Background: an optimization exercise with open tools, aiming at small area and a short achievable clock period. Do not read the settings as production practice. In this exercise RTL edits were held to simulation tests only and were not proved equivalent to the original. Power is estimated from default activity; no workload was simulated.

==> flow/design.v <==
package corePkg;
	localparam int wordWidth = 32;
	localparam int regIndexWidth = 4;
	localparam int regCount = 16;
	typedef logic [wordWidth-1:0] wordT;
	typedef logic [regIndexWidth-1:0] regIndexT;
	localparam logic [8:0] opAdd = 9'h1B6;
	localparam logic [8:0] opRsub = 9'h1B8;
	localparam logic [8:0] opAnd = 9'h106;
	localparam logic [8:0] opSll = 9'h08C;
	localparam logic [8:0] opSrl = 9'h08D;
	localparam logic [8:0] opJ = 9'h1FF;
	localparam logic [8:0] opJal = 9'h1FE;
	localparam logic [8:0] opJalr = 9'h1DD;
	localparam logic [8:0] opJr = 9'h1ED;
endpackage
`timescale 1ns/1ps
module instructionDecoder (
	input logic [8:0] opcode,
	output logic isAdd,
	output logic isRsub,
	output logic isAnd,
	output logic isSll,
	output logic isSrl,
	output logic isJ,
	output logic isJal,
	output logic isJalr,
	output logic isJr
);
	assign isAdd = (opcode == corePkg::opAdd);
	assign isRsub = (opcode == corePkg::opRsub);
	assign isAnd = (opcode == corePkg::opAnd);
	assign isSll = (opcode == corePkg::opSll);
	assign isSrl = (opcode == corePkg::opSrl);
	assign isJ = (opcode == corePkg::opJ);
	assign isJal = (opcode == corePkg::opJal);
	assign isJalr = (opcode == corePkg::opJalr);
	assign isJr = (opcode == corePkg::opJr);
endmodule
`timescale 1ns/1ps
module registerFile (
	input logic clk,
	input logic reset,
	input corePkg::regIndexT srcA,
	input corePkg::regIndexT srcB,
	input corePkg::regIndexT writeReg,
	input logic regWriteEnable,
	input corePkg::wordT writeData,
	input logic useImmediate,
	input logic useRegister,
	input corePkg::wordT immediate,
	output corePkg::wordT operandA,
	output corePkg::wordT second,
	output logic secondTooWide
);
	corePkg::wordT regs [corePkg::regCount];
	logic [corePkg::regCount-1:0] tooWide;
	logic [corePkg::regCount-1:0] valid;
	logic [corePkg::regCount-1:0] writeSel;
	logic [corePkg::regCount-1:0] selA;
	logic [corePkg::regCount-1:0] selB;
	always_comb begin
		for (int i = 0; i < corePkg::regCount; i++)
			writeSel[i] = regWriteEnable && (writeReg == corePkg::regIndexT'(i));
	end
	readSelect decodeA (
		.index(srcA),
		.valid(valid),
		.sel(selA)
	);
	readSelect decodeB (
		.index(srcB),
		.valid(valid),
		.sel(selB)
	);
	always_ff @(posedge clk) begin
		for (int i = 0; i < corePkg::regCount; i++) begin
			if (writeSel[i]) begin
				regs[i] <= writeData;
				tooWide[i] <= |writeData[31:5];
			end
		end
	end
	always_ff @(posedge clk) begin
		if (reset)
			valid <= '0;
		else
			valid <= valid | writeSel;
	end
	corePkg::wordT readB;
	always_comb begin
		operandA = '0;
		readB = '0;
		for (int i = 0; i < corePkg::regCount; i++) begin
			operandA = operandA | (regs[i] & {corePkg::wordWidth{selA[i]}});
			readB = readB | (regs[i] & {corePkg::wordWidth{selB[i]}});
		end
	end
	assign secondTooWide = (useRegister && |(tooWide & selB))
		|| (useImmediate && |immediate[11:5]);
	assign second = (readB & {corePkg::wordWidth{useRegister}})
		| (immediate & {corePkg::wordWidth{useImmediate}});
endmodule
module readSelect (
	input corePkg::regIndexT index,
	input logic [corePkg::regCount-1:0] valid,
	output logic [corePkg::regCount-1:0] sel
);
	always_comb begin
		for (int i = 0; i < corePkg::regCount; i++)
			sel[i] = valid[i] && (index == corePkg::regIndexT'(i));
	end
endmodule
`timescale 1ns/1ps
module executeUnit (
	input corePkg::wordT operandA,
	input corePkg::wordT second,
	input logic secondTooWide,
	input logic isAdd,
	input logic isRsub,
	input logic isAnd,
	input logic isSll,
	input logic isSrl,
	input logic isLink,
	input corePkg::wordT pcPlusOne,
	output corePkg::wordT writeData,
	output corePkg::wordT writeDataReg
);
	corePkg::wordT sumN;
	corePkg::wordT earlyN;
	corePkg::wordT level1;
	corePkg::wordT level2;
	corePkg::wordT leftN;
	corePkg::wordT rightN;
	corePkg::wordT shiftIn;
	logic [3:0] sel1;
	logic [3:0] sel2;
	logic shiftTooWide;
	logic selSllLo, selSllHi, selSrlLo, selSrlHi;
	prefixAdder adder (
		.a(second),
		.b(operandA),
		.invB(isRsub),
		.enable(isAdd | isRsub),
		.sumN(sumN)
	);
	assign shiftTooWide = secondTooWide;
	always_comb begin
		for (int k = 0; k < 4; k++) begin
			sel1[k] = (second[1:0] == 2'(k));
			sel2[k] = (second[3:2] == 2'(k));
		end
	end
	assign selSllLo = isSll & ~shiftTooWide & ~second[4];
	assign selSllHi = isSll & ~shiftTooWide & second[4];
	assign selSrlLo = isSrl & ~shiftTooWide & ~second[4];
	assign selSrlHi = isSrl & ~shiftTooWide & second[4];
	always_comb begin
		for (int i = 0; i < corePkg::wordWidth; i++)
			shiftIn[i] = isSrl ? operandA[corePkg::wordWidth-1-i] : operandA[i];
	end
	shiftLevel #(.step(1)) shift1 (
		.a(shiftIn),
		.sel(sel1),
		.y(level1)
	);
	shiftLevel #(.step(4)) shift2 (
		.a(level1),
		.sel(sel2),
		.y(level2)
	);
	always_comb begin
		for (int i = 0; i < corePkg::wordWidth; i++) begin
			earlyN[i] = ~((isAnd & operandA[i] & second[i]) | (isLink & pcPlusOne[i]));
			leftN[i] = ~((selSllLo & level2[i]) | (selSllHi & (i >= 16 ? level2[(i + 16) % 32] : 1'b0)));
			rightN[i] = ~((selSrlLo & level2[31 - i]) | (selSrlHi & (i <= 15 ? level2[(47 - i) % 32] : 1'b0)));
		end
	end
	for (genvar i = 0; i < corePkg::wordWidth; i++) begin : result
		nand4Cell pick (
			.a(sumN[i]),
			.b(earlyN[i]),
			.c(leftN[i]),
			.d(rightN[i]),
			.y(writeData[i])
		);
		nand4Cell pickReg (
			.a(sumN[i]),
			.b(earlyN[i]),
			.c(leftN[i]),
			.d(rightN[i]),
			.y(writeDataReg[i])
		);
	end
endmodule
module shiftLevel #(
	parameter int step = 1
) (
	input corePkg::wordT a,
	input logic [3:0] sel,
	output corePkg::wordT y
);
	always_comb begin
		for (int i = 0; i < 32; i++) begin
			y[i] = 1'b0;
			for (int k = 0; k < 4; k++)
				if (i - step * k >= 0)
					y[i] = y[i] | (sel[k] & a[i - step * k]);
		end
	end
endmodule
module nand4Cell (
	input logic a,
	input logic b,
	input logic c,
	input logic d,
	output logic y
);
	assign y = ~(a & b & c & d);
endmodule
module prefixAdder (
	input logic [31:0] a,
	input logic [31:0] b,
	input logic invB,
	input logic enable,
	output logic [31:0] sumN
);
	logic [31:0] prop;
	logic [31:0] gen0;
	logic [31:0] pickZero;
	logic [31:0] pickOne;
	logic g0c;
	logic G1_31;
	logic P1_31;
	logic G1_30;
	logic P1_30;
	logic G1_29;
	logic P1_29;
	logic G1_28;
	logic P1_28;
	logic G1_27;
	logic P1_27;
	logic G1_26;
	logic P1_26;
	logic G1_25;
	logic P1_25;
	logic G1_24;
	logic P1_24;
	logic G1_23;
	logic P1_23;
	logic G1_22;
	logic P1_22;
	logic G1_21;
	logic P1_21;
	logic G1_20;
	logic P1_20;
	logic G1_19;
	logic P1_19;
	logic G1_18;
	logic P1_18;
	logic G1_17;
	logic P1_17;
	logic G1_16;
	logic P1_16;
	logic G1_15;
	logic P1_15;
	logic G1_14;
	logic P1_14;
	logic G1_13;
	logic P1_13;
	logic G1_12;
	logic P1_12;
	logic G1_11;
	logic P1_11;
	logic G1_10;
	logic P1_10;
	logic G1_9;
	logic P1_9;
	logic G1_8;
	logic P1_8;
	logic G1_7;
	logic P1_7;
	logic G1_6;
	logic P1_6;
	logic G1_5;
	logic P1_5;
	logic G1_4;
	logic P1_4;
	logic G1_3;
	logic P1_3;
	logic G1_2;
	logic P1_2;
	logic G1_1;
	logic G2_31;
	logic P2_31;
	logic G2_30;
	logic P2_30;
	logic G2_29;
	logic P2_29;
	logic G2_28;
	logic P2_28;
	logic G2_27;
	logic P2_27;
	logic G2_26;
	logic P2_26;
	logic G2_25;
	logic P2_25;
	logic G2_24;
	logic P2_24;
	logic G2_23;
	logic P2_23;
	logic G2_22;
	logic P2_22;
	logic G2_21;
	logic P2_21;
	logic G2_20;
	logic P2_20;
	logic G2_19;
	logic P2_19;
	logic G2_18;
	logic P2_18;
	logic G2_17;
	logic P2_17;
	logic G2_16;
	logic P2_16;
	logic G2_15;
	logic P2_15;
	logic G2_14;
	logic P2_14;
	logic G2_13;
	logic P2_13;
	logic G2_12;
	logic P2_12;
	logic G2_11;
	logic P2_11;
	logic G2_10;
	logic P2_10;
	logic G2_9;
	logic P2_9;
	logic G2_8;
	logic P2_8;
	logic G2_7;
	logic P2_7;
	logic G2_6;
	logic P2_6;
	logic G2_5;
	logic P2_5;
	logic G2_4;
	logic P2_4;
	logic G2_3;
	logic g0n;
	logic G2_2;
	logic G3_31;
	logic P3_31;
	logic G3_30;
	logic P3_30;
	logic G3_29;
	logic P3_29;
	logic G3_28;
	logic P3_28;
	logic G3_27;
	logic P3_27;
	logic G3_26;
	logic P3_26;
	logic G3_25;
	logic P3_25;
	logic G3_24;
	logic P3_24;
	logic G3_23;
	logic P3_23;
	logic G3_22;
	logic P3_22;
	logic G3_21;
	logic P3_21;
	logic G3_20;
	logic P3_20;
	logic G3_19;
	logic P3_19;
	logic G3_18;
	logic P3_18;
	logic G3_17;
	logic P3_17;
	logic G3_16;
	logic P3_16;
	logic G3_15;
	logic P3_15;
	logic G3_14;
	logic P3_14;
	logic G3_13;
	logic P3_13;
	logic G3_12;
	logic P3_12;
	logic G3_11;
	logic P3_11;
	logic G3_10;
	logic P3_10;
	logic G3_9;
	logic P3_9;
	logic G3_8;
	logic P3_8;
	logic G3_7;
	logic G3_6;
	logic g1t;
	logic G3_5;
	logic G3_4;
	logic G4_31;
	logic P4_31;
	logic G4_30;
	logic P4_30;
	logic G4_29;
	logic P4_29;
	logic G4_28;
	logic P4_28;
	logic G4_27;
	logic P4_27;
	logic G4_26;
	logic P4_26;
	logic G4_25;
	logic P4_25;
	logic G4_24;
	logic P4_24;
	logic G4_23;
	logic P4_23;
	logic G4_22;
	logic P4_22;
	logic G4_21;
	logic P4_21;
	logic G4_20;
	logic P4_20;
	logic G4_19;
	logic P4_19;
	logic G4_18;
	logic P4_18;
	logic G4_17;
	logic P4_17;
	logic G4_16;
	logic P4_16;
	logic G4_15;
	logic G4_14;
	logic G4_13;
	logic G4_12;
	logic g3n;
	logic G4_11;
	logic g2n;
	logic G4_10;
	logic G4_9;
	logic G4_8;
	logic G5_31;
	logic G5_30;
	logic G5_29;
	logic G5_28;
	logic G5_27;
	logic G5_26;
	logic G5_25;
	logic G5_24;
	logic g7t;
	logic G5_23;
	logic g6t;
	logic G5_22;
	logic g5t;
	logic G5_21;
	logic g4t;
	logic G5_20;
	logic G5_19;
	logic G5_18;
	logic G5_17;
	logic G5_16;
	for (genvar k = 0; k < 32; k++) begin : bits
		pgGen pg (.a(a[k]), .b(b[k]), .invB(invB), .g(gen0[k]), .p(prop[k]));
		sumPre pre (.p(prop[k]), .enable(enable), .pickZero(pickZero[k]), .pickOne(pickOne[k]));
	end
	assign g0c = gen0[0] | (prop[0] & invB);
	blackCellT bc0_31 (.gHi(gen0[31]), .pHi(prop[31]), .gLo(gen0[30]), .pLo(prop[30]), .g(G1_31), .p(P1_31));
	blackCellT bc0_30 (.gHi(gen0[30]), .pHi(prop[30]), .gLo(gen0[29]), .pLo(prop[29]), .g(G1_30), .p(P1_30));
	blackCellT bc0_29 (.gHi(gen0[29]), .pHi(prop[29]), .gLo(gen0[28]), .pLo(prop[28]), .g(G1_29), .p(P1_29));
	blackCellT bc0_28 (.gHi(gen0[28]), .pHi(prop[28]), .gLo(gen0[27]), .pLo(prop[27]), .g(G1_28), .p(P1_28));
	blackCellT bc0_27 (.gHi(gen0[27]), .pHi(prop[27]), .gLo(gen0[26]), .pLo(prop[26]), .g(G1_27), .p(P1_27));
	blackCellT bc0_26 (.gHi(gen0[26]), .pHi(prop[26]), .gLo(gen0[25]), .pLo(prop[25]), .g(G1_26), .p(P1_26));
	blackCellT bc0_25 (.gHi(gen0[25]), .pHi(prop[25]), .gLo(gen0[24]), .pLo(prop[24]), .g(G1_25), .p(P1_25));
	blackCellT bc0_24 (.gHi(gen0[24]), .pHi(prop[24]), .gLo(gen0[23]), .pLo(prop[23]), .g(G1_24), .p(P1_24));
	blackCellT bc0_23 (.gHi(gen0[23]), .pHi(prop[23]), .gLo(gen0[22]), .pLo(prop[22]), .g(G1_23), .p(P1_23));
	blackCellT bc0_22 (.gHi(gen0[22]), .pHi(prop[22]), .gLo(gen0[21]), .pLo(prop[21]), .g(G1_22), .p(P1_22));
	blackCellT bc0_21 (.gHi(gen0[21]), .pHi(prop[21]), .gLo(gen0[20]), .pLo(prop[20]), .g(G1_21), .p(P1_21));
	blackCellT bc0_20 (.gHi(gen0[20]), .pHi(prop[20]), .gLo(gen0[19]), .pLo(prop[19]), .g(G1_20), .p(P1_20));
	blackCellT bc0_19 (.gHi(gen0[19]), .pHi(prop[19]), .gLo(gen0[18]), .pLo(prop[18]), .g(G1_19), .p(P1_19));
	blackCellT bc0_18 (.gHi(gen0[18]), .pHi(prop[18]), .gLo(gen0[17]), .pLo(prop[17]), .g(G1_18), .p(P1_18));
	blackCellT bc0_17 (.gHi(gen0[17]), .pHi(prop[17]), .gLo(gen0[16]), .pLo(prop[16]), .g(G1_17), .p(P1_17));
	blackCellT bc0_16 (.gHi(gen0[16]), .pHi(prop[16]), .gLo(gen0[15]), .pLo(prop[15]), .g(G1_16), .p(P1_16));
	blackCellT bc0_15 (.gHi(gen0[15]), .pHi(prop[15]), .gLo(gen0[14]), .pLo(prop[14]), .g(G1_15), .p(P1_15));
	blackCellT bc0_14 (.gHi(gen0[14]), .pHi(prop[14]), .gLo(gen0[13]), .pLo(prop[13]), .g(G1_14), .p(P1_14));
	blackCellT bc0_13 (.gHi(gen0[13]), .pHi(prop[13]), .gLo(gen0[12]), .pLo(prop[12]), .g(G1_13), .p(P1_13));
	blackCellT bc0_12 (.gHi(gen0[12]), .pHi(prop[12]), .gLo(gen0[11]), .pLo(prop[11]), .g(G1_12), .p(P1_12));
	blackCellT bc0_11 (.gHi(gen0[11]), .pHi(prop[11]), .gLo(gen0[10]), .pLo(prop[10]), .g(G1_11), .p(P1_11));
	blackCellT bc0_10 (.gHi(gen0[10]), .pHi(prop[10]), .gLo(gen0[9]), .pLo(prop[9]), .g(G1_10), .p(P1_10));
	blackCellT bc0_9 (.gHi(gen0[9]), .pHi(prop[9]), .gLo(gen0[8]), .pLo(prop[8]), .g(G1_9), .p(P1_9));
	blackCellT bc0_8 (.gHi(gen0[8]), .pHi(prop[8]), .gLo(gen0[7]), .pLo(prop[7]), .g(G1_8), .p(P1_8));
	blackCellT bc0_7 (.gHi(gen0[7]), .pHi(prop[7]), .gLo(gen0[6]), .pLo(prop[6]), .g(G1_7), .p(P1_7));
	blackCellT bc0_6 (.gHi(gen0[6]), .pHi(prop[6]), .gLo(gen0[5]), .pLo(prop[5]), .g(G1_6), .p(P1_6));
	blackCellT bc0_5 (.gHi(gen0[5]), .pHi(prop[5]), .gLo(gen0[4]), .pLo(prop[4]), .g(G1_5), .p(P1_5));
	blackCellT bc0_4 (.gHi(gen0[4]), .pHi(prop[4]), .gLo(gen0[3]), .pLo(prop[3]), .g(G1_4), .p(P1_4));
	blackCellT bc0_3 (.gHi(gen0[3]), .pHi(prop[3]), .gLo(gen0[2]), .pLo(prop[2]), .g(G1_3), .p(P1_3));
	blackCellT bc0_2 (.gHi(gen0[2]), .pHi(prop[2]), .gLo(gen0[1]), .pLo(prop[1]), .g(G1_2), .p(P1_2));
	grayCellT gc0_1 (.gHi(gen0[1]), .pHi(prop[1]), .gLo(g0c), .g(G1_1));
	blackCellF bc1_31 (.gHi(G1_31), .pHi(P1_31), .gLo(G1_29), .pLo(P1_29), .g(G2_31), .p(P2_31));
	blackCellF bc1_30 (.gHi(G1_30), .pHi(P1_30), .gLo(G1_28), .pLo(P1_28), .g(G2_30), .p(P2_30));
	blackCellF bc1_29 (.gHi(G1_29), .pHi(P1_29), .gLo(G1_27), .pLo(P1_27), .g(G2_29), .p(P2_29));
	blackCellF bc1_28 (.gHi(G1_28), .pHi(P1_28), .gLo(G1_26), .pLo(P1_26), .g(G2_28), .p(P2_28));
	blackCellF bc1_27 (.gHi(G1_27), .pHi(P1_27), .gLo(G1_25), .pLo(P1_25), .g(G2_27), .p(P2_27));
	blackCellF bc1_26 (.gHi(G1_26), .pHi(P1_26), .gLo(G1_24), .pLo(P1_24), .g(G2_26), .p(P2_26));
	blackCellF bc1_25 (.gHi(G1_25), .pHi(P1_25), .gLo(G1_23), .pLo(P1_23), .g(G2_25), .p(P2_25));
	blackCellF bc1_24 (.gHi(G1_24), .pHi(P1_24), .gLo(G1_22), .pLo(P1_22), .g(G2_24), .p(P2_24));
	blackCellF bc1_23 (.gHi(G1_23), .pHi(P1_23), .gLo(G1_21), .pLo(P1_21), .g(G2_23), .p(P2_23));
	blackCellF bc1_22 (.gHi(G1_22), .pHi(P1_22), .gLo(G1_20), .pLo(P1_20), .g(G2_22), .p(P2_22));
	blackCellF bc1_21 (.gHi(G1_21), .pHi(P1_21), .gLo(G1_19), .pLo(P1_19), .g(G2_21), .p(P2_21));
	blackCellF bc1_20 (.gHi(G1_20), .pHi(P1_20), .gLo(G1_18), .pLo(P1_18), .g(G2_20), .p(P2_20));
	blackCellF bc1_19 (.gHi(G1_19), .pHi(P1_19), .gLo(G1_17), .pLo(P1_17), .g(G2_19), .p(P2_19));
	blackCellF bc1_18 (.gHi(G1_18), .pHi(P1_18), .gLo(G1_16), .pLo(P1_16), .g(G2_18), .p(P2_18));
	blackCellF bc1_17 (.gHi(G1_17), .pHi(P1_17), .gLo(G1_15), .pLo(P1_15), .g(G2_17), .p(P2_17));
	blackCellF bc1_16 (.gHi(G1_16), .pHi(P1_16), .gLo(G1_14), .pLo(P1_14), .g(G2_16), .p(P2_16));
	blackCellF bc1_15 (.gHi(G1_15), .pHi(P1_15), .gLo(G1_13), .pLo(P1_13), .g(G2_15), .p(P2_15));
	blackCellF bc1_14 (.gHi(G1_14), .pHi(P1_14), .gLo(G1_12), .pLo(P1_12), .g(G2_14), .p(P2_14));
	blackCellF bc1_13 (.gHi(G1_13), .pHi(P1_13), .gLo(G1_11), .pLo(P1_11), .g(G2_13), .p(P2_13));
	blackCellF bc1_12 (.gHi(G1_12), .pHi(P1_12), .gLo(G1_10), .pLo(P1_10), .g(G2_12), .p(P2_12));
	blackCellF bc1_11 (.gHi(G1_11), .pHi(P1_11), .gLo(G1_9), .pLo(P1_9), .g(G2_11), .p(P2_11));
	blackCellF bc1_10 (.gHi(G1_10), .pHi(P1_10), .gLo(G1_8), .pLo(P1_8), .g(G2_10), .p(P2_10));
	blackCellF bc1_9 (.gHi(G1_9), .pHi(P1_9), .gLo(G1_7), .pLo(P1_7), .g(G2_9), .p(P2_9));
	blackCellF bc1_8 (.gHi(G1_8), .pHi(P1_8), .gLo(G1_6), .pLo(P1_6), .g(G2_8), .p(P2_8));
	blackCellF bc1_7 (.gHi(G1_7), .pHi(P1_7), .gLo(G1_5), .pLo(P1_5), .g(G2_7), .p(P2_7));
	blackCellF bc1_6 (.gHi(G1_6), .pHi(P1_6), .gLo(G1_4), .pLo(P1_4), .g(G2_6), .p(P2_6));
	blackCellF bc1_5 (.gHi(G1_5), .pHi(P1_5), .gLo(G1_3), .pLo(P1_3), .g(G2_5), .p(P2_5));
	blackCellF bc1_4 (.gHi(G1_4), .pHi(P1_4), .gLo(G1_2), .pLo(P1_2), .g(G2_4), .p(P2_4));
	grayCellF gc1_3 (.gHi(G1_3), .pHi(P1_3), .gLo(G1_1), .g(G2_3));
	assign g0n = ~g0c;
	grayCellF gc1_2 (.gHi(G1_2), .pHi(P1_2), .gLo(g0n), .g(G2_2));
	blackCellT bc2_31 (.gHi(G2_31), .pHi(P2_31), .gLo(G2_27), .pLo(P2_27), .g(G3_31), .p(P3_31));
	blackCellT bc2_30 (.gHi(G2_30), .pHi(P2_30), .gLo(G2_26), .pLo(P2_26), .g(G3_30), .p(P3_30));
	blackCellT bc2_29 (.gHi(G2_29), .pHi(P2_29), .gLo(G2_25), .pLo(P2_25), .g(G3_29), .p(P3_29));
	blackCellT bc2_28 (.gHi(G2_28), .pHi(P2_28), .gLo(G2_24), .pLo(P2_24), .g(G3_28), .p(P3_28));
	blackCellT bc2_27 (.gHi(G2_27), .pHi(P2_27), .gLo(G2_23), .pLo(P2_23), .g(G3_27), .p(P3_27));
	blackCellT bc2_26 (.gHi(G2_26), .pHi(P2_26), .gLo(G2_22), .pLo(P2_22), .g(G3_26), .p(P3_26));
	blackCellT bc2_25 (.gHi(G2_25), .pHi(P2_25), .gLo(G2_21), .pLo(P2_21), .g(G3_25), .p(P3_25));
	blackCellT bc2_24 (.gHi(G2_24), .pHi(P2_24), .gLo(G2_20), .pLo(P2_20), .g(G3_24), .p(P3_24));
	blackCellT bc2_23 (.gHi(G2_23), .pHi(P2_23), .gLo(G2_19), .pLo(P2_19), .g(G3_23), .p(P3_23));
	blackCellT bc2_22 (.gHi(G2_22), .pHi(P2_22), .gLo(G2_18), .pLo(P2_18), .g(G3_22), .p(P3_22));
	blackCellT bc2_21 (.gHi(G2_21), .pHi(P2_21), .gLo(G2_17), .pLo(P2_17), .g(G3_21), .p(P3_21));
	blackCellT bc2_20 (.gHi(G2_20), .pHi(P2_20), .gLo(G2_16), .pLo(P2_16), .g(G3_20), .p(P3_20));
	blackCellT bc2_19 (.gHi(G2_19), .pHi(P2_19), .gLo(G2_15), .pLo(P2_15), .g(G3_19), .p(P3_19));
	blackCellT bc2_18 (.gHi(G2_18), .pHi(P2_18), .gLo(G2_14), .pLo(P2_14), .g(G3_18), .p(P3_18));
	blackCellT bc2_17 (.gHi(G2_17), .pHi(P2_17), .gLo(G2_13), .pLo(P2_13), .g(G3_17), .p(P3_17));
	blackCellT bc2_16 (.gHi(G2_16), .pHi(P2_16), .gLo(G2_12), .pLo(P2_12), .g(G3_16), .p(P3_16));
	blackCellT bc2_15 (.gHi(G2_15), .pHi(P2_15), .gLo(G2_11), .pLo(P2_11), .g(G3_15), .p(P3_15));
	blackCellT bc2_14 (.gHi(G2_14), .pHi(P2_14), .gLo(G2_10), .pLo(P2_10), .g(G3_14), .p(P3_14));
	blackCellT bc2_13 (.gHi(G2_13), .pHi(P2_13), .gLo(G2_9), .pLo(P2_9), .g(G3_13), .p(P3_13));
	blackCellT bc2_12 (.gHi(G2_12), .pHi(P2_12), .gLo(G2_8), .pLo(P2_8), .g(G3_12), .p(P3_12));
	blackCellT bc2_11 (.gHi(G2_11), .pHi(P2_11), .gLo(G2_7), .pLo(P2_7), .g(G3_11), .p(P3_11));
	blackCellT bc2_10 (.gHi(G2_10), .pHi(P2_10), .gLo(G2_6), .pLo(P2_6), .g(G3_10), .p(P3_10));
	blackCellT bc2_9 (.gHi(G2_9), .pHi(P2_9), .gLo(G2_5), .pLo(P2_5), .g(G3_9), .p(P3_9));
	blackCellT bc2_8 (.gHi(G2_8), .pHi(P2_8), .gLo(G2_4), .pLo(P2_4), .g(G3_8), .p(P3_8));
	grayCellT gc2_7 (.gHi(G2_7), .pHi(P2_7), .gLo(G2_3), .g(G3_7));
	grayCellT gc2_6 (.gHi(G2_6), .pHi(P2_6), .gLo(G2_2), .g(G3_6));
	assign g1t = ~G1_1;
	grayCellT gc2_5 (.gHi(G2_5), .pHi(P2_5), .gLo(g1t), .g(G3_5));
	grayCellT gc2_4 (.gHi(G2_4), .pHi(P2_4), .gLo(g0c), .g(G3_4));
	blackCellF bc3_31 (.gHi(G3_31), .pHi(P3_31), .gLo(G3_23), .pLo(P3_23), .g(G4_31), .p(P4_31));
	blackCellF bc3_30 (.gHi(G3_30), .pHi(P3_30), .gLo(G3_22), .pLo(P3_22), .g(G4_30), .p(P4_30));
	blackCellF bc3_29 (.gHi(G3_29), .pHi(P3_29), .gLo(G3_21), .pLo(P3_21), .g(G4_29), .p(P4_29));
	blackCellF bc3_28 (.gHi(G3_28), .pHi(P3_28), .gLo(G3_20), .pLo(P3_20), .g(G4_28), .p(P4_28));
	blackCellF bc3_27 (.gHi(G3_27), .pHi(P3_27), .gLo(G3_19), .pLo(P3_19), .g(G4_27), .p(P4_27));
	blackCellF bc3_26 (.gHi(G3_26), .pHi(P3_26), .gLo(G3_18), .pLo(P3_18), .g(G4_26), .p(P4_26));
	blackCellF bc3_25 (.gHi(G3_25), .pHi(P3_25), .gLo(G3_17), .pLo(P3_17), .g(G4_25), .p(P4_25));
	blackCellF bc3_24 (.gHi(G3_24), .pHi(P3_24), .gLo(G3_16), .pLo(P3_16), .g(G4_24), .p(P4_24));
	blackCellF bc3_23 (.gHi(G3_23), .pHi(P3_23), .gLo(G3_15), .pLo(P3_15), .g(G4_23), .p(P4_23));
	blackCellF bc3_22 (.gHi(G3_22), .pHi(P3_22), .gLo(G3_14), .pLo(P3_14), .g(G4_22), .p(P4_22));
	blackCellF bc3_21 (.gHi(G3_21), .pHi(P3_21), .gLo(G3_13), .pLo(P3_13), .g(G4_21), .p(P4_21));
	blackCellF bc3_20 (.gHi(G3_20), .pHi(P3_20), .gLo(G3_12), .pLo(P3_12), .g(G4_20), .p(P4_20));
	blackCellF bc3_19 (.gHi(G3_19), .pHi(P3_19), .gLo(G3_11), .pLo(P3_11), .g(G4_19), .p(P4_19));
	blackCellF bc3_18 (.gHi(G3_18), .pHi(P3_18), .gLo(G3_10), .pLo(P3_10), .g(G4_18), .p(P4_18));
	blackCellF bc3_17 (.gHi(G3_17), .pHi(P3_17), .gLo(G3_9), .pLo(P3_9), .g(G4_17), .p(P4_17));
	blackCellF bc3_16 (.gHi(G3_16), .pHi(P3_16), .gLo(G3_8), .pLo(P3_8), .g(G4_16), .p(P4_16));
	grayCellF gc3_15 (.gHi(G3_15), .pHi(P3_15), .gLo(G3_7), .g(G4_15));
	grayCellF gc3_14 (.gHi(G3_14), .pHi(P3_14), .gLo(G3_6), .g(G4_14));
	grayCellF gc3_13 (.gHi(G3_13), .pHi(P3_13), .gLo(G3_5), .g(G4_13));
	grayCellF gc3_12 (.gHi(G3_12), .pHi(P3_12), .gLo(G3_4), .g(G4_12));
	assign g3n = ~G2_3;
	grayCellF gc3_11 (.gHi(G3_11), .pHi(P3_11), .gLo(g3n), .g(G4_11));
	assign g2n = ~G2_2;
	grayCellF gc3_10 (.gHi(G3_10), .pHi(P3_10), .gLo(g2n), .g(G4_10));
	grayCellF gc3_9 (.gHi(G3_9), .pHi(P3_9), .gLo(G1_1), .g(G4_9));
	grayCellF gc3_8 (.gHi(G3_8), .pHi(P3_8), .gLo(g0n), .g(G4_8));
	grayCellT gc4_31 (.gHi(G4_31), .pHi(P4_31), .gLo(G4_15), .g(G5_31));
	grayCellT gc4_30 (.gHi(G4_30), .pHi(P4_30), .gLo(G4_14), .g(G5_30));
	grayCellT gc4_29 (.gHi(G4_29), .pHi(P4_29), .gLo(G4_13), .g(G5_29));
	grayCellT gc4_28 (.gHi(G4_28), .pHi(P4_28), .gLo(G4_12), .g(G5_28));
	grayCellT gc4_27 (.gHi(G4_27), .pHi(P4_27), .gLo(G4_11), .g(G5_27));
	grayCellT gc4_26 (.gHi(G4_26), .pHi(P4_26), .gLo(G4_10), .g(G5_26));
	grayCellT gc4_25 (.gHi(G4_25), .pHi(P4_25), .gLo(G4_9), .g(G5_25));
	grayCellT gc4_24 (.gHi(G4_24), .pHi(P4_24), .gLo(G4_8), .g(G5_24));
	assign g7t = ~G3_7;
	grayCellT gc4_23 (.gHi(G4_23), .pHi(P4_23), .gLo(g7t), .g(G5_23));
	assign g6t = ~G3_6;
	grayCellT gc4_22 (.gHi(G4_22), .pHi(P4_22), .gLo(g6t), .g(G5_22));
	assign g5t = ~G3_5;
	grayCellT gc4_21 (.gHi(G4_21), .pHi(P4_21), .gLo(g5t), .g(G5_21));
	assign g4t = ~G3_4;
	grayCellT gc4_20 (.gHi(G4_20), .pHi(P4_20), .gLo(g4t), .g(G5_20));
	grayCellT gc4_19 (.gHi(G4_19), .pHi(P4_19), .gLo(G2_3), .g(G5_19));
	grayCellT gc4_18 (.gHi(G4_18), .pHi(P4_18), .gLo(G2_2), .g(G5_18));
	grayCellT gc4_17 (.gHi(G4_17), .pHi(P4_17), .gLo(g1t), .g(G5_17));
	grayCellT gc4_16 (.gHi(G4_16), .pHi(P4_16), .gLo(g0c), .g(G5_16));
	sumMux sm0 (.carry(invB), .pickZero(pickZero[0]), .pickOne(pickOne[0]), .y(sumN[0]));
	sumMux sm1 (.carry(g0c), .pickZero(pickZero[1]), .pickOne(pickOne[1]), .y(sumN[1]));
	sumMux sm2 (.carry(g1t), .pickZero(pickZero[2]), .pickOne(pickOne[2]), .y(sumN[2]));
	sumMux sm3 (.carry(G2_2), .pickZero(pickZero[3]), .pickOne(pickOne[3]), .y(sumN[3]));
	sumMux sm4 (.carry(G2_3), .pickZero(pickZero[4]), .pickOne(pickOne[4]), .y(sumN[4]));
	sumMux sm5 (.carry(g4t), .pickZero(pickZero[5]), .pickOne(pickOne[5]), .y(sumN[5]));
	sumMux sm6 (.carry(g5t), .pickZero(pickZero[6]), .pickOne(pickOne[6]), .y(sumN[6]));
	sumMux sm7 (.carry(g6t), .pickZero(pickZero[7]), .pickOne(pickOne[7]), .y(sumN[7]));
	sumMux sm8 (.carry(g7t), .pickZero(pickZero[8]), .pickOne(pickOne[8]), .y(sumN[8]));
	sumMux sm9 (.carry(G4_8), .pickZero(pickZero[9]), .pickOne(pickOne[9]), .y(sumN[9]));
	sumMux sm10 (.carry(G4_9), .pickZero(pickZero[10]), .pickOne(pickOne[10]), .y(sumN[10]));
	sumMux sm11 (.carry(G4_10), .pickZero(pickZero[11]), .pickOne(pickOne[11]), .y(sumN[11]));
	sumMux sm12 (.carry(G4_11), .pickZero(pickZero[12]), .pickOne(pickOne[12]), .y(sumN[12]));
	sumMux sm13 (.carry(G4_12), .pickZero(pickZero[13]), .pickOne(pickOne[13]), .y(sumN[13]));
	sumMux sm14 (.carry(G4_13), .pickZero(pickZero[14]), .pickOne(pickOne[14]), .y(sumN[14]));
	sumMux sm15 (.carry(G4_14), .pickZero(pickZero[15]), .pickOne(pickOne[15]), .y(sumN[15]));
	sumMux sm16 (.carry(G4_15), .pickZero(pickZero[16]), .pickOne(pickOne[16]), .y(sumN[16]));
	sumMux sm17 (.carry(G5_16), .pickZero(pickOne[17]), .pickOne(pickZero[17]), .y(sumN[17]));
	sumMux sm18 (.carry(G5_17), .pickZero(pickOne[18]), .pickOne(pickZero[18]), .y(sumN[18]));
	sumMux sm19 (.carry(G5_18), .pickZero(pickOne[19]), .pickOne(pickZero[19]), .y(sumN[19]));
	sumMux sm20 (.carry(G5_19), .pickZero(pickOne[20]), .pickOne(pickZero[20]), .y(sumN[20]));
	sumMux sm21 (.carry(G5_20), .pickZero(pickOne[21]), .pickOne(pickZero[21]), .y(sumN[21]));
	sumMux sm22 (.carry(G5_21), .pickZero(pickOne[22]), .pickOne(pickZero[22]), .y(sumN[22]));
	sumMux sm23 (.carry(G5_22), .pickZero(pickOne[23]), .pickOne(pickZero[23]), .y(sumN[23]));
	sumMux sm24 (.carry(G5_23), .pickZero(pickOne[24]), .pickOne(pickZero[24]), .y(sumN[24]));
	sumMux sm25 (.carry(G5_24), .pickZero(pickOne[25]), .pickOne(pickZero[25]), .y(sumN[25]));
	sumMux sm26 (.carry(G5_25), .pickZero(pickOne[26]), .pickOne(pickZero[26]), .y(sumN[26]));
	sumMux sm27 (.carry(G5_26), .pickZero(pickOne[27]), .pickOne(pickZero[27]), .y(sumN[27]));
	sumMux sm28 (.carry(G5_27), .pickZero(pickOne[28]), .pickOne(pickZero[28]), .y(sumN[28]));
	sumMux sm29 (.carry(G5_28), .pickZero(pickOne[29]), .pickOne(pickZero[29]), .y(sumN[29]));
	sumMux sm30 (.carry(G5_29), .pickZero(pickOne[30]), .pickOne(pickZero[30]), .y(sumN[30]));
	sumMux sm31 (.carry(G5_30), .pickZero(pickOne[31]), .pickOne(pickZero[31]), .y(sumN[31]));
endmodule
module pgGen (
	input logic a,
	input logic b,
	input logic invB,
	output logic g,
	output logic p
);
	logic bx;
	assign bx = b ^ invB;
	assign g = a & bx;
	assign p = a ^ bx;
endmodule
module sumPre (
	input logic p,
	input logic enable,
	output logic pickZero,
	output logic pickOne
);
	assign pickZero = enable & p;
	assign pickOne = enable & ~p;
endmodule
module sumMux (
	input logic carry,
	input logic pickZero,
	input logic pickOne,
	output logic y
);
	assign y = ~(carry ? pickOne : pickZero);
endmodule
module blackCellT (
	input logic gHi,
	input logic pHi,
	input logic gLo,
	input logic pLo,
	output logic g,
	output logic p
);
	assign g = ~(gHi | (pHi & gLo));
	assign p = ~(pHi & pLo);
endmodule
module blackCellF (
	input logic gHi,
	input logic pHi,
	input logic gLo,
	input logic pLo,
	output logic g,
	output logic p
);
	assign g = ~(gHi & (pHi | gLo));
	assign p = ~(pHi | pLo);
endmodule
module grayCellT (
	input logic gHi,
	input logic pHi,
	input logic gLo,
	output logic g
);
	assign g = ~(gHi | (pHi & gLo));
endmodule
module grayCellF (
	input logic gHi,
	input logic pHi,
	input logic gLo,
	output logic g
);
	assign g = ~(gHi & (pHi | gLo));
endmodule
`timescale 1ns/1ps
module programCounter #(
	parameter logic [31:0] resetAddress = '0
) (
	input logic clk,
	input logic reset,
	input logic jump,
	input logic jumpReg,
	input logic [22:0] jumpField,
	input corePkg::wordT operandA,
	output corePkg::wordT pc,
	output corePkg::wordT pcPlusOne
);
	corePkg::wordT nextPc;
	assign pcPlusOne = pc + corePkg::wordT'(1);
	always_comb begin
		if (jumpReg)
			nextPc = operandA;
		else if (jump)
			nextPc = {pcPlusOne[31:23], jumpField};
		else
			nextPc = pcPlusOne;
	end
	always_ff @(posedge clk) begin
		if (reset)
			pc <= resetAddress;
		else
			pc <= nextPc;
	end
endmodule
`timescale 1ns/1ps
module coreTop #(
	parameter logic [31:0] resetAddress = '0
) (
	input logic clk,
	input logic reset,
	input corePkg::wordT instr,
	output corePkg::wordT pc,
	output logic regWriteEnable,
	output corePkg::regIndexT writeReg,
	output corePkg::wordT writeData
);
	logic isAdd, isRsub, isAnd, isSll, isSrl, isJ, isJal, isJalr, isJr;
	corePkg::wordT operandA;
	corePkg::wordT second;
	corePkg::wordT immediate;
	logic useImmediate;
	logic useRegister;
	corePkg::wordT pcPlusOne;
	corePkg::wordT writeDataReg;
	logic secondTooWide;
	instructionDecoder decoder (
		.opcode(instr[31:23]),
		.isAdd(isAdd),
		.isRsub(isRsub),
		.isAnd(isAnd),
		.isSll(isSll),
		.isSrl(isSrl),
		.isJ(isJ),
		.isJal(isJal),
		.isJalr(isJalr),
		.isJr(isJr)
	);
	assign regWriteEnable = isAdd | isRsub | isAnd | isSll | isSrl | isJal | isJalr;
	assign writeReg = isJal ? 4'd0 : instr[22:19];
	assign useImmediate = (instr[18:16] == 3'b000);
	assign useRegister = |instr[18:16];
	assign immediate = {{20{instr[15] & (isAdd | isRsub)}}, instr[15:4]};
	registerFile regFile (
		.clk(clk),
		.reset(reset),
		.srcA(instr[3:0]),
		.srcB(instr[7:4]),
		.writeReg(writeReg),
		.regWriteEnable(regWriteEnable),
		.writeData(writeDataReg),
		.useImmediate(useImmediate),
		.useRegister(useRegister),
		.immediate(immediate),
		.operandA(operandA),
		.second(second),
		.secondTooWide(secondTooWide)
	);
	executeUnit execute (
		.operandA(operandA),
		.second(second),
		.secondTooWide(secondTooWide),
		.isAdd(isAdd),
		.isRsub(isRsub),
		.isAnd(isAnd),
		.isSll(isSll),
		.isSrl(isSrl),
		.isLink(isJal | isJalr),
		.pcPlusOne(pcPlusOne),
		.writeData(writeData),
		.writeDataReg(writeDataReg)
	);
	programCounter #(
		.resetAddress(resetAddress)
	) pcUnit (
		.clk(clk),
		.reset(reset),
		.jump(isJ | isJal),
		.jumpReg(isJalr | isJr),
		.jumpField(instr[22:0]),
		.operandA(operandA),
		.pc(pc),
		.pcPlusOne(pcPlusOne)
	);
endmodule
==> flow/flow/run.sh <==
#!/bin/bash
# The standard layout (the standard.sh, all ORFS steps), with the port buffers that
# buffer_ports inserts made plain buf_4 cells instead of the library's default pick.
set -euo pipefail
export BUFFER_PORTS_ARGS="-buffer_cell sky130_fd_sc_hd__buf_4"
bash standard.sh finish > standard_flow.log 2>&1
==> flow/standard.sh <==
#!/bin/bash
# synth_recipe.tcl (not shown) runs the flow's synth.tcl, then flattens the netlist and writes it again
# the make line also repeats each setting of config.mk as NAME=value (left out here)
make -C /OpenROAD-flow-scripts/flow DESIGN_CONFIG=/design/flow/config.mk WORK_HOME=/design/flow/orfs CLKGATE_MAP_FILE= SYNTH_SCRIPT=/design/flow/synth_recipe.tcl "${@:-finish}"
==> flow/config.mk <==
export PLATFORM = sky130hd
export DESIGN_NAME = coreTop
export DESIGN_NICKNAME = coreTop
export VERILOG_FILES = /design/flow/design.v
export SDC_FILE = /design/flow/constraint.sdc
export NUM_CORES = 4
export LEC_CHECK = 0
export CAP_MARGIN = 20
export CORE_MARGIN = 2
export CORE_UTILIZATION = 45
export CTS_CLUSTER_DIAMETER = 100
export CTS_CLUSTER_SIZE = 22
export SETUP_SLACK_MARGIN = 2.5
export SLEW_MARGIN = 20
export SYNTH_HIERARCHICAL = 1
==> flow/constraint.sdc <==
create_clock -name core_clock -period 12.0 [get_ports {clk}]
set_input_delay 2.4000 -clock core_clock [delete_from_list [all_inputs] [get_ports {clk}]]
set_output_delay 2.4000 -clock core_clock [all_outputs]
set_load 0.01 [all_outputs]
==> results.yml, run 1 <==
worst_setup_path:
  reg2regPathDepth: 16
  cp_cell_sequence: "buf_4 -> nor2b_1 -> and3_2 -> buf_4 -> a22o_1 -> a221oi_1 -> nand4_1 -> mux2_2 -> a22oi_1 -> nand2_1 -> a222oi_1 -> inv_1 -> mux2_2 -> nand2_1 -> nand4_1 -> buf_4"
  critPathMaxFanout: 21
  critPathLaunch: "instr[0]"
  crit_top_cell: "buf_4"
  worst_path_largest_cell_delay_ns: 0.62
  worstPathArrival_ns: 7.05
  cp.depth: 16
  path_buf_inv: 4
  rr_startpoint: "regFile.valid[0]"
  required_ns: 9.60
  crit_path_end: "writeData[4]"
  cp-start-kind: "input port"
  cpLargestDelayFamily: "simple AND/OR/NAND/NOR gates"
  critPathSlowestCell: "nand4_1"
  r2r-end: "regFile.tooWide[0]"
  crit_type: "input port to output port"
  endpoint_kind: "output port"
  rrSetupSlack_ns: 4.76
detailed_routing:
  drc: 0
  detail-route-antenna-nets: 0
  first_pass_iters: 8
  wl_per_cell_um: 39.2
  vias: 25700
  drt-vias-per-instance: 7.42
  routed_wl_um: 135000
  drt_iter0_drc: 3952
global_route:
  grtUsageTotal_pct: 37.3
  overflow: 0
  grt_first_pass_wirelength_um: 186000
  grt_max_degree: 65
  grt_pass1_vias: 24600
  antenna_found_initial: 5
clock_network:
  htree_levels: 1
  cts_tree: "built"
  cts.sinks: 576
  cts_hold_buf: 0
  numCtsBuffers: 30
  worst_skew_pair.late_latency_ns: 0.67
  clk_pin_slew_ns: 0.10
  clock_path_buffers: 3
  ctsRootBufferMaster: "clkbuf_16"
logic_synthesis:
  synth_edf_count: 528
  syn_area_um2: 31000
  synth_cell_type_count: 64
  ys_async_sr_fraction_pct: 0
  syn_inst: 2506
  yosys_warnings: 13
  ys.flop_type: "edfxtp_1"
  synth_nets: 2573
  ys_seq_area_share_pct: 54.3
  synth.avg_cell_area_um2: 12.4
  synth-seq-cells: 576
floorplanning:
  num_rows: 96
  die_h_um: 266
  die-area_um2: 71000
  die_w_um: 266
  core_um2: 68300
  initial_utilization_pct: 45.3
  io_pins: 103
sta:
  maxSlewHeadroom_pct: 26.1
  fin_setup_tns_ns: 0
  worst_pin_slew_ns: 1.10
  max_freq_ghz: 0.106
  worst_clock_skew_ns: 0.0529
  setup_ws_ns: 2.55
  rsz0062_at_grt: "true"
  hold_viol_final: 0
  post-route-period-util_pct: 78.8
  post-route-min-period_ns: 9.45
  slew_viol_final: 0
  setup_viol: 0
worst_hold_path:
  hold_path_depth: 2
  min-delay-path-class: "register to register"
  hp-start: "regFile.valid[10]"
placement:
  place_ws_ns: 2.22
  dpl_cell_area_um2: 32500
  hpwlAfterDp_um: 87700
  portBuffers: 102
  gp_congestion: 1.01
  placedCellCount: 3379
finish:
  design_area_um2: 33700
  fin_cells: 3457
  multi_input_area_um2: 13300
  final_cell_mix: "528 x edfxtp_1, 292 x a22o_1, 244 x a221oi_1"
  nets: 2633
  drive_above_1_share_pct: 22.3
  syn2layout_area_growth_pct: 8.78
  n_fill_cell: 6064
  n_antenna_cell: 0
  seqCellArea_um2: 16800
  layout_commonest_cell: "edfxtp_1"
power_and_ir_drop:
  leakagePower_nw: 12.8
  ir_worst_vdd_uv: 128
  total_power_mw: 3.35
  power_density_nw_per_um2: 99.3
run:
  cap_violations: 0
status:
  outcome: "complete, no violations"
registers in the layout, summed over array words and instances, names as in the netlist:
register / count
pcUnit.pc: 32
regFile.valid: 16
regFile.tooWide: 16
regFile.regs: 512
per-module statistics from Yosys, one instance, submodules excluded, a selection:
module	cells inside	cell area, um2	flops+latches	copies in the design
readSelect	24	160	0	2
prefixAdder	9	38.8	0	1
pgGen	2	21.3	0	32
sumPre	2	16.3	0	32
blackCellF	2	12.5	0	42
sumMux	1	10.0	0	32
grayCellT	1	8.76	0	20
grayCellF	1	5.00	0	10
worst min path at each step:
stage / endpoint
2_1_floorplan: regFile.valid[0]
3_3_place_gp: regFile.valid[10]
3_5_place_dp: regFile.valid[10]
4_1_cts: regFile.valid[10]
5_1_grt: regFile.valid[5]
6_report: regFile.valid[10]
worst register-to-register path, cell delays in order, from the launching register on:
cell and delay (ns):
dfxtp_1 0.34, and3_2 0.34, buf_4 0.36, a22o_1 0.31, a221oi_1 0.22, nand4_1 0.63
xor2_1 0.37, ha_1 0.41, nand2_1 0.12, nor2_1 0.28, nand2_1 0.17, nor2_1 0.17
a21oi_2 0.09, mux2i_1 0.20, nand4_1 0.83, nor4_1 1.19, nand4_1 0.75
cells by family (layout without fill, tap and decap cells):
kind of cell	after synthesis	count (layout)	synth area share, %
mux	82	82	2.84
simple gates	662	662	11.7
buf+inv	203	272	3.65
fa+ha+maj	33	33	1.33
flops	576	576	54.3
xor+xnor	60	60	1.70
compound gates	890	890	24.5
routing by layer:
layer  wire length (um)  vias to the layer above  track usage [%]
met1              49500                    12700             46.8
met3              15700                      529             8.84
met4              10500                        4             24.8
met5                 27                        -                0
met2              59700                     1978             57.4
li1                   -                    10500                -
power by group:
group | switching, mW | internal [mW] | total [mW]
sequential | 0.00215 | 2.16 | 2.16
clock | 0.636 | 0.482 | 1.12
combinational | 0.0484 | 0.0224 | 0.0708
total | 0.687 | 2.66 | 3.35
cell type report:
cell class / count / area share, %
clock buffer: 37 / 2.31
clock inverter: 4 / 0.230
inverter: 26 / 0.290
tap: 882 / 3.27
sequential: 576 / 49.9
multi-input combinational: 1727 / 39.3
timing repair buffer: 205 / 4.67
synth_stat cells, drive strengths merged (48+ instances only):
library cell / n / area [um2]
nand4: 141 / 912
dfxtp: 48 / 961
o21ai: 61 / 463
nand2: 194 / 728
a22oi: 104 / 781
mux2: 48 / 541
a22o: 298 / 2620
buf: 75 / 589
clkbuf: 102 / 443
nor2: 110 / 413
a221oi: 260 / 2380
a21oi: 93 / 736
edfxtp: 528 / 15900
what timing repair did:
action	4_1_cts	5_1_grt
cloned	0	0
setup buffers	7	29
resized for setup	3	8
setup endpoints to repair	8	41
pin swaps	4	16
metrics by stage:
step	utilization [%]	hold slack, ns
after floorplan	-	0.446
after global placement	47.6	0.482
after detailed placement	47.6	0.488
after CTS	48.9	0.509
after global routing	49.3	0.537
final	49.3	0.509
==> inputs of run 2 (changes only) <==
--- a/flow/config.mk
+++ b/flow/config.mk
@@ -10,6 +10,6 @@
 export CORE_UTILIZATION = 45
 export CTS_CLUSTER_DIAMETER = 100
 export CTS_CLUSTER_SIZE = 22
-export SETUP_SLACK_MARGIN = 2.5
+export SETUP_SLACK_MARGIN = 3
 export SLEW_MARGIN = 20
 export SYNTH_HIERARCHICAL = 1
==> results.yml, run 2 <==
worst_setup_path:
  r2r-end: "regFile.tooWide[4]"
  reg2regPathDepth: 16
  rr_startpoint: "regFile.valid[5]"
  critPathLaunch: "instr[5]"
  cp_cell_sequence: "buf_4 -> nor2_1 -> and3_4 -> buf_4 -> a22o_1 -> a221oi_1 -> nand4_1 -> a22o_4 -> ha_1 -> a21oi_2 -> o21ai_2 -> a21oi_2 -> o21ai_2 -> a21oi_2 -> mux2i_1 -> nand4_1 -> buf_4"
  critPathSlowestCell: "and3_4"
  path_buf_inv: 3
  cp-start-kind: "input port"
  worstPathArrival_ns: 6.57
  cp.depth: 17
  endpoint_kind: "output port"
  crit_path_end: "writeData[29]"
  cpLargestDelayFamily: "compound AO/OA/AOI/OAI gates"
  worst_path_largest_cell_delay_ns: 0.52
  rrSetupSlack_ns: 5.19
  critPathMaxFanout: 21
  crit_type: "input port to output port"
  required_ns: 9.60
power_and_ir_drop:
  p_comb_share_pct: 2.1
  sequentialPowerShare_pct: 64.0
  ir_worst_vdd_uv: 102
  swShare_pct: 20.0
  power_density_nw_per_um2: 98.4
  power.internal_mw: 2.70
  leakagePower_nw: 13.1
  clkPwrFrac_pct: 33.9
  p_switching_uw: 676
global_route:
  overflow: 0
  grt_max_degree: 65
  grt_first_pass_wirelength_um: 182000
  grtUsageTotal_pct: 36.1
  antenna_found_initial: 3
  grt_pass1_vias: 24500
logic_synthesis:
  synth_most_common_cell: "edfxtp_1"
  ys_async_sr_fraction_pct: 0
  synth_edf_count: 528
  syn_area_um2: 31000
  synth_area_leaders: "edfxtp_1 51%, a22o_1 8.3%, a221oi_1 6.9%"
  yosysTopAreaCellShare_pct: 51.2
  ys.flop_type: "edfxtp_1"
  synth_cell_type_count: 64
  synth_top_cell_by_area: "edfxtp_1"
  ys_seq_area_share_pct: 54.3
  syn_inst: 2506
  synth.avg_cell_area_um2: 12.4
  synth_nets: 2573
  synth-seq-cells: 576
  synthTopCellsByCount: "528 x edfxtp_1, 293 x a22o_1, 244 x a221oi_1"
  yosys_warnings: 13
finish:
  final_cell_mix: "528 x edfxtp_1, 290 x a22o_1, 243 x a221oi_1"
  largest_reg_flops: 512
  regMostFlops: "regFile.regs"
  top_regs: "regFile.regs: 512 flops, pcUnit.pc: 32 flops"
  n_fill_cell: 5969
  nets: 2668
  syn2layout_area_growth_pct: 10.6
  drive_above_1_share_pct: 24.3
  layout_commonest_cell: "edfxtp_1"
status:
  outcome: "complete, no violations"
worst_hold_path:
  hold_path_depth: 2
  min-delay-path-class: "register to register"
sta:
  rsz0062_at_grt: "true"
  fin_setup_tns_ns: 0
  hold_viol_final: 0
  slew_viol_final: 0
  maxSlewHeadroom_pct: 26.1
  post-route-min-period_ns: 8.97
  setup_viol: 0
  worst_clock_skew_ns: 0.0377
  worst_pin_slew_ns: 1.11
  hold_slack_ns: 0.508
  post-route-period-util_pct: 74.7
  max_freq_ghz: 0.112
placement:
  gp_congestion: 1.03
  portBuffers: 102
  hpwlAfterDp_um: 83700
detailed_routing:
  detail-route-antenna-nets: 0
  routed_wl_um: 132000
  drt_iter0_drc: 4449
  first_pass_iters: 9
  vias: 26200
  wl_per_cell_um: 37.7
  drc: 0
  drt-vias-per-instance: 7.49
run:
  cap_violations: 0
clock_network:
  ctsRootBufferMaster: "clkbuf_16"
  cts_tree: "built"
  htree_levels: 1
  numCtsBuffers: 30
  cts_hold_buf: 0
  worst_skew_pair.late_latency_ns: 0.64
  clock_path_buffers: 3
  clk_pin_slew_ns: 0.09
  cts.sinks: 576
floorplanning:
  io_pins: 103
  die_h_um: 266
  die-area_um2: 71000
  initial_utilization_pct: 45.3
  die_w_um: 266
  core_um2: 68300
  num_rows: 96
## run 2: per-stage QoR
stage	utilization [%]	power (mW)	setup slack [ns]	cell area, um2	cells
floorplan	-	2.24	3.32	31000	2506
global placement	47.5	2.27	2.22	32500	3376
detailed placement	47.5	2.27	2.26	32500	3376
CTS	49.6	3.38	3.02	33900	3472
global route	50.2	3.45	2.95	34300	3496
finish	50.2	3.37	3.03	34300	3497
## run 2: metal layers
metal	vias to the layer above	GRT usage (%)	routed length [um]
li1	10600	-	-
met1	12900	46.6	48400
met2	2210	55.0	57200
met3	480	9.18	16600
met4	2	21.4	9740
met5	-	0	9
## run 2: final cells by class
class	count	area, um2	share of cell area, %
inverters	26	97.6	0.285
flip-flops and latches	576	16800	49.0
multi-input cells	1727	13400	39.1
repair buffers	240	1950	5.69
clock buffers	42	838	2.45
diodes	1	2.50	0.00730
clock inverters	3	58.8	0.172
well taps	882	1100	3.22
## run 2: power by group through the flow
stage	logic, mW	registers, mW	clock network, mW
2_1_floorplan	0.0332	2.20	0
3_3_place_gp	0.0661	2.20	0
3_5_place_dp	0.0665	2.20	0
4_1_cts	0.0675	2.16	1.15
5_1_grt	0.0729	2.16	1.22
6_report	0.0707	2.16	1.14
## run 2: logic make-up after synthesis
| family | share of synthesized area [%] |
|---|---|
| AND/OR/NAND/NOR | 11.7 |
| XOR/XNOR | 1.70 |
| flip-flops | 54.3 |
| multiplexers | 2.84 |
| AO/OA/AOI/OAI | 24.5 |
| buffers and inverters | 3.65 |
| adder cells (fa/ha/maj) | 1.33 |
## run 2: worst min-delay path by stage
| stage | start | to | slack, ns |
|---|---|---|---|
| global route | regFile.valid[2] | regFile.valid[2] | 0.52 |
| floorplan | regFile.valid[0] | regFile.valid[0] | 0.45 |
| detailed placement | regFile.valid[2] | regFile.valid[2] | 0.47 |
| finish | regFile.valid[2] | regFile.valid[2] | 0.51 |
| CTS | regFile.valid[2] | regFile.valid[2] | 0.50 |
| global placement | regFile.valid[2] | regFile.valid[2] | 0.48 |
## run 2: per-module statistics from Yosys (local to each module, per instance), a selection
module	copies in the design	flops+latches	area [um2]
blackCellF	42	0	12.5
executeUnit	1	0	1270
grayCellF	10	0	5.00
grayCellT	20	0	8.76
nand4Cell	64	0	6.26
pgGen	32	0	21.3
readSelect	2	0	160
registerFile	1	544	22500
sumPre	32	0	16.3
## run 2: repair_timing
item	in CTS	in global routing
setup endpoints to repair	48	48
pin swaps	27	20
setup buffers	51	22
gates resized for setup	31	46
## run 2: tightest hold or removal path, stage by stage (launching register included)
cell,delay (ns)
dfxtp_1,0.33
nor2_1,0.10
nor2_1,0.04
==> inputs of run 3 (changes only) <==
--- a/flow/config.mk
+++ b/flow/config.mk
@@ -7,7 +7,7 @@
 export LEC_CHECK = 0
 export CAP_MARGIN = 20
 export CORE_MARGIN = 2
-export CORE_UTILIZATION = 45
+export CORE_UTILIZATION = 55
 export CTS_CLUSTER_DIAMETER = 100
 export CTS_CLUSTER_SIZE = 22
 export SETUP_SLACK_MARGIN = 3
==> results.yml, run 3 <==
sta:
  rsz0062_at_grt: "false"
  post-route-period-util_pct: 75.0
  worst_clock_skew_ns: 0.0408
  worst_pin_slew_ns: 1.18
  maxSlewHeadroom_pct: 21.3
  post-route-min-period_ns: 9.00
  max_freq_ghz: 0.111
  slew_viol_final: 0
  setup_viol: 0
  fin_setup_tns_ns: 0
  hold_viol_final: 0
detailed_routing:
  drt-vias-per-instance: 7.96
  drc: 0
  first_pass_iters: 9
  wl_per_cell_um: 39.9
  detail-route-antenna-nets: 0
  drt_iter0_drc: 4075
  routed_wl_um: 135000
  vias: 26800
logic_synthesis:
  synth.avg_cell_area_um2: 12.4
  yosys_warnings: 13
  ys_seq_area_share_pct: 54.3
  yosysTopAreaCellShare_pct: 51.2
  synthTopCellsByCount: "528 x edfxtp_1, 293 x a22o_1, 244 x a221oi_1"
  syn_area_um2: 31000
  synth_most_common_cell: "edfxtp_1"
  ys.flop_type: "edfxtp_1"
  synth_area_leaders: "edfxtp_1 51%, a22o_1 8.3%, a221oi_1 6.9%"
  synth_top_cell_by_area: "edfxtp_1"
  synth-seq-cells: 576
  syn_inst: 2506
  synth_nets: 2573
  synth_cell_type_count: 64
  ys_async_sr_fraction_pct: 0
  synth_edf_count: 528
floorplanning:
  num_rows: 87
  initial_utilization_pct: 55.3
  core_um2: 56100
  die-area_um2: 58300
  io_pins: 103
  die_h_um: 241
  die_w_um: 241
global_route:
  grtUsageMet2_pct: 67.6
  grt_use_met3_pct: 16.4
  grtUsageTotal_pct: 45.5
  overflow: 0
  busiest_layer: "met2"
  grt_pass1_vias: 25000
  grt_first_pass_wirelength_um: 184000
  grt_max_degree: 65
  use_met1_pct: 56.7
  antenna_found_initial: 3
run:
  cap_violations: 0
worst_setup_path:
  required_ns: 9.60
  cp-start-kind: "input port"
  critPathMaxFanout: 25
  worstPathArrival_ns: 6.60
  endpoint_kind: "output port"
  crit_type: "input port to output port"
clock_network:
  numCtsBuffers: 31
  htree_levels: 1
  clock_path_buffers: 3
  cts.sinks: 576
  ctsRootBufferMaster: "clkbuf_16"
  cts_tree: "built"
  clk_pin_slew_ns: 0.10
  worst_skew_pair.late_latency_ns: 0.65
finish:
  top_regs: "regFile.regs: 512 flops, pcUnit.pc: 32 flops"
  largest_reg_flops: 512
  regMostFlops: "regFile.regs"
  n_fill_cell: 4533
  layout_commonest_cell: "edfxtp_1"
  nets: 2663
  final_cell_mix: "528 x edfxtp_1, 288 x a22o_1, 244 x a221oi_1"
  seqCellArea_um2: 16800
  fin_util_pct: 60.8
  design_area_um2: 34100
  drive_above_1_share_pct: 24.2
  syn2layout_area_growth_pct: 9.99
  multi_input_area_um2: 13500
worst_hold_path:
  min-delay-path-class: "register to register"
power_and_ir_drop:
  power_density_nw_per_um2: 98.9
  ir_worst_vdd_uv: 152
  leakagePower_nw: 13.0
placement:
  hpwlAfterDp_um: 80400
  portBuffers: 102
  dpl_cell_area_um2: 32300
  gp_congestion: 1.05
status:
  outcome: "complete, no violations"
run 3: worst max-delay path, stage by stage:
cell and delay (ns):
buf_4 0.14, nor2b_4 0.14, and3_2 0.33, buf_8 0.26
a22o_1 0.25, a221oi_1 0.25, nand4_1 0.12, buf_4 0.18
xor2_1 0.14, ha_1 0.34, a21o_2 0.29, a21oi_4 0.19
inv_1 0.16, a21oi_2 0.25, o21ai_1 0.17, a21oi_2 0.36
mux2i_2 0.31, nand4_1 0.12, buf_4 0.16
run 3: repair_timing:
| action | CTS | global route |
|---|---|---|
| cloned | 0 | 1 |
| setup endpoints to repair | 32 | 25 |
| hold buffers | 0 | 0 |
| resized for setup | 27 | 47 |
| setup buffers | 59 | 10 |
| pin swaps | 26 | 18 |
run 3: power by group:
group	internal, mW	switching [mW]
sequential	2.16	0.00236
combinational	0.0234	0.0503
clock	0.500	0.638
total	2.68	0.691
run 3: cell type report:
| cell class | instances | share of cell area, % |
|---|---|---|
| diodes | 4 | 0.0294 |
| clock buffers | 40 | 2.38 |
| clock inverters | 6 | 0.250 |
| inverters | 26 | 0.286 |
| multi-input cells | 1728 | 39.5 |
| flip-flops and latches | 576 | 49.3 |
| well taps | 756 | 2.78 |
| repair buffers | 233 | 5.48 |
run 3: cells by family (layout without fill, tap and decap cells):
logic type / Yosys count / count (layout) / share of synthesized area, %
mux: 82 / 82 / 2.84
fa+ha+maj: 33 / 33 / 1.33
flops: 576 / 576 / 54.3
other cells: 0 / 4 / 0
compound gates: 890 / 890 / 24.5
simple gates: 662 / 663 / 11.7
buf+inv: 203 / 305 / 3.65
xor+xnor: 60 / 60 / 1.70
run 3: worst paths after layout:
check | from | to | slack (ns) | cells after the start
max | instr[3] | writeData[30] | 3.00 | 19
min | regFile.valid[6] | regFile.valid[6] | 0.52 | 2
max reg2reg | regFile.valid[3] | regFile.tooWide[0] | 4.94 | 16
min reg2reg | regFile.valid[6] | regFile.valid[6] | 0.52 | 2
run 3: per-module statistics from Yosys, one instance, submodules excluded, a selection:
module | area [um2] | flops+latches
prefixAdder | 38.8 | 0
instructionDecoder | 130 | 0
grayCellT | 8.76 | 0
sumMux | 10.0 | 0
coreTop | 75.1 | 0
executeUnit | 1270 | 0
sumPre | 16.3 | 0
pgGen | 21.3 | 0
readSelect | 160 | 0
registerFile | 22500 | 544
nand4Cell | 6.26 | 0
grayCellF | 5.00 | 0
blackCellT | 12.5 | 0
run 3: per-layer routing:
metal | up-vias | wire, um
li1 | 10500 | -
met1 | 13000 | 46200
met2 | 2553 | 56400
met3 | 690 | 20200
met4 | 2 | 11700
met5 | - | 31
run 3: through the flow:
stage          cells  total power, mW  hold slack [ns]  worst slack [ns]
2_1_floorplan   2506             2.24            0.446              3.32
3_3_place_gp    3248             2.27            0.490              2.46
3_5_place_dp    3248             2.27            0.489              2.42
4_1_cts         3353             3.36            0.508              3.01
5_1_grt         3365             3.44            0.541              2.91
6_report        3369             3.37            0.517              3.00
==> inputs of run 4 (changes only) <==
--- a/flow/config.mk
+++ b/flow/config.mk
@@ -7,9 +7,9 @@
 export LEC_CHECK = 0
 export CAP_MARGIN = 20
 export CORE_MARGIN = 2
-export CORE_UTILIZATION = 55
+export CORE_UTILIZATION = 45
 export CTS_CLUSTER_DIAMETER = 100
 export CTS_CLUSTER_SIZE = 22
-export SETUP_SLACK_MARGIN = 3
+export SETUP_SLACK_MARGIN = 3.25
 export SLEW_MARGIN = 20
 export SYNTH_HIERARCHICAL = 1
==> results.yml, run 4 <==
logic_synthesis:
  synth_cell_type_count: 64
  synth_edf_count: 528
  yosysTopAreaCellShare_pct: 51.2
  synthTopCellsByCount: "528 x edfxtp_1, 293 x a22o_1, 244 x a221oi_1"
  syn_inst: 2506
  synthAdderAreaFrac_pct: 1.33
  synth-seq-cells: 576
  synth_nets: 2573
  synth_top_family_by_area: "compound AO/OA/AOI/OAI gates"
  muxShareOfSynthArea_pct: 2.84
  synth_compound_area_share_pct: 24.5
  synth-simple-area-share_pct: 11.7
  ys_seq_area_share_pct: 54.3
  ys.flop_type: "edfxtp_1"
  synth_xor_area_share_pct: 1.70
  synth_area_leaders: "edfxtp_1 51%, a22o_1 8.3%, a221oi_1 6.9%"
  synth.avg_cell_area_um2: 12.4
  yosys_warnings: 13
  synth_most_common_cell: "edfxtp_1"
  synth_top_cell_by_area: "edfxtp_1"
  ys_async_sr_fraction_pct: 0
  syn_area_um2: 31000
clock_network:
  worst_skew_pair.late_latency_ns: 0.64
  cts.sinks: 576
  htree_levels: 1
  ctsRootBufferMaster: "clkbuf_16"
  clock_path_buffers: 3
  clk_pin_slew_ns: 0.10
  cts_tree: "built"
  numCtsBuffers: 30
  cts_hold_buf: 0
power_and_ir_drop:
  leakagePower_nw: 13.3
  total_power_mw: 3.38
  ir_worst_vdd_uv: 104
  power_density_nw_per_um2: 96.1
worst_setup_path:
  worstPathArrival_ns: 6.37
  critPathMaxFanout: 32
  crit_type: "input port to output port"
  cp-start-kind: "input port"
  required_ns: 9.60
  rrSetupSlack_ns: 5.33
  endpoint_kind: "output port"
finish:
  layout_commonest_cell: "edfxtp_1"
  syn2layout_area_growth_pct: 13.6
  design_area_um2: 35200
  n_fill_cell: 5880
  fin_cells: 3535
  multi_input_area_um2: 13900
  final_cell_mix: "528 x edfxtp_1, 288 x a22o_1, 230 x buf_4"
  largest_reg_flops: 512
  nets: 2706
  regMostFlops: "regFile.regs"
  top_regs: "regFile.regs: 512 flops, pcUnit.pc: 32 flops"
  drive_above_1_share_pct: 27.9
  fin_util_pct: 51.5
  seqCellArea_um2: 16800
detailed_routing:
  wl_per_cell_um: 38.1
  drc: 0
  drt-vias-per-instance: 7.53
  drt_iter0_drc: 4549
  first_pass_iters: 8
  routed_wl_um: 135000
  detail-route-antenna-nets: 0
  vias: 26600
sta:
  hold_viol_final: 0
  setup_ws_ns: 3.23
  post-route-period-util_pct: 73.1
  hold_slack_ns: 0.515
  maxSlewHeadroom_pct: 26.5
  worst_clock_skew_ns: 0.0469
  worst_pin_slew_ns: 1.10
  setup_viol: 0
  fin_setup_tns_ns: 0
  slew_viol_final: 0
  rsz0062_at_grt: "true"
  max_freq_ghz: 0.114
  post-route-min-period_ns: 8.77
placement:
  place_ws_ns: 2.26
  dpl_cell_area_um2: 32500
  portBuffers: 102
  hpwlAfterDp_um: 83700
  placedCellCount: 3376
  gp_congestion: 1.03
worst_hold_path:
  min-delay-path-class: "register to register"
floorplanning:
  io_pins: 103
  die_w_um: 266
  num_rows: 96
  die-area_um2: 71000
  core_um2: 68300
  initial_utilization_pct: 45.3
  die_h_um: 266
global_route:
  overflow: 0
  grt_pass1_vias: 24700
  grtUsageTotal_pct: 36.3
  antenna_found_initial: 2
  grt_first_pass_wirelength_um: 183000
  grt_max_degree: 65
run:
  cap_violations: 0
status:
  outcome: "complete, no violations"
-- run 4: cell counts after synthesis --
Identical to the previous run, type by type.
-- run 4: what timing repair did --
item	in CTS	in global routing
setup buffers	66	39
pin swaps	37	69
hold endpoints to repair	0	0
setup endpoints to repair	48	31
gates resized for setup	69	131
cloned	0	6
-- run 4: where the power goes --
part	total (mW)	switching [mW]	internal, mW
Sequential	2.16	0.00226	2.16
Combinational	0.0770	0.0513	0.0257
Clock	1.15	0.630	0.519
Total	3.38	0.683	2.70
-- run 4: worst max-delay path: stages --
cell      delay (ns)
buf_4           0.13
nor2b_1         0.16
and3_2          0.24
buf_8           0.21
a22o_1          0.26
a221oi_1        0.30
nand4_1         0.30
buf_4           0.26
mux2_2          0.30
a22oi_1         0.20
nand2_1         0.14
a222oi_1        0.40
inv_1           0.17
mux2_2          0.30
nand2_1         0.09
nand4_1         0.22
buf_4           0.23
-- run 4: cell type report --
type                            instances  share of cell area [%]
Tap cell                              882                    3.14
Multi-Input combinational cell       1733                    39.6
Clock buffer                           42                    2.38
Sequential cell                       576                    47.8
Timing Repair Buffer                  272                    6.65
Clock inverter                          3                   0.167
Antenna cell                            1                 0.00711
Inverter                               26                   0.277
-- run 4: cell families after synthesis --
family                     count (synthesis)
and+or+nand+nor                          662
muxes                                     82
AOI/OAI and AO/OA                        890
DFF                                      576
adders and majority gates                 33
buffers and inverters                    203
xor gates and xnor gates                  60
-- run 4: per-layer routing --
metal  GRT usage, %  wire length (um)  up-vias
li1               -                 -    10600
met1           46.8             48900    13100
met2           55.6             58800     2343
met3           8.63             16800      498
met4           21.8             10000        0
met5              0                 0        -
-- run 4: Yosys stat by module, one instance, submodules excluded, excerpt --
| module | copies in the design | cell area (um2) | cells |
|---|---|---|---|
| blackCellF | 42 | 12.5 | 2 |
| blackCellT | 52 | 12.5 | 2 |
| grayCellT | 20 | 8.76 | 1 |
| nand4Cell | 64 | 6.26 | 1 |
| pgGen | 32 | 21.3 | 2 |
| registerFile | 1 | 22500 | 1351 |
| sumPre | 32 | 16.3 | 2 |
-- run 4: final timing paths --
kind / start / cells after the start / to
setup / recovery: instr[0] / 17 / writeData[4]
hold reg to reg: regFile.valid[15] / 2 / regFile.valid[15]
setup reg to reg: regFile.valid[12] / 17 / regFile.tooWide[4]
hold / removal: regFile.valid[15] / 2 / regFile.valid[15]

Re-timed with assumed drivers on the ports (clkbuf_16 on the clock, buf_2 on other inputs), run 4 has 3.202 ns of setup slack against 3.228 ns with ideal ports, and 3.074 ns once port delays also move by the mid clock arrival of 0.681 ns.
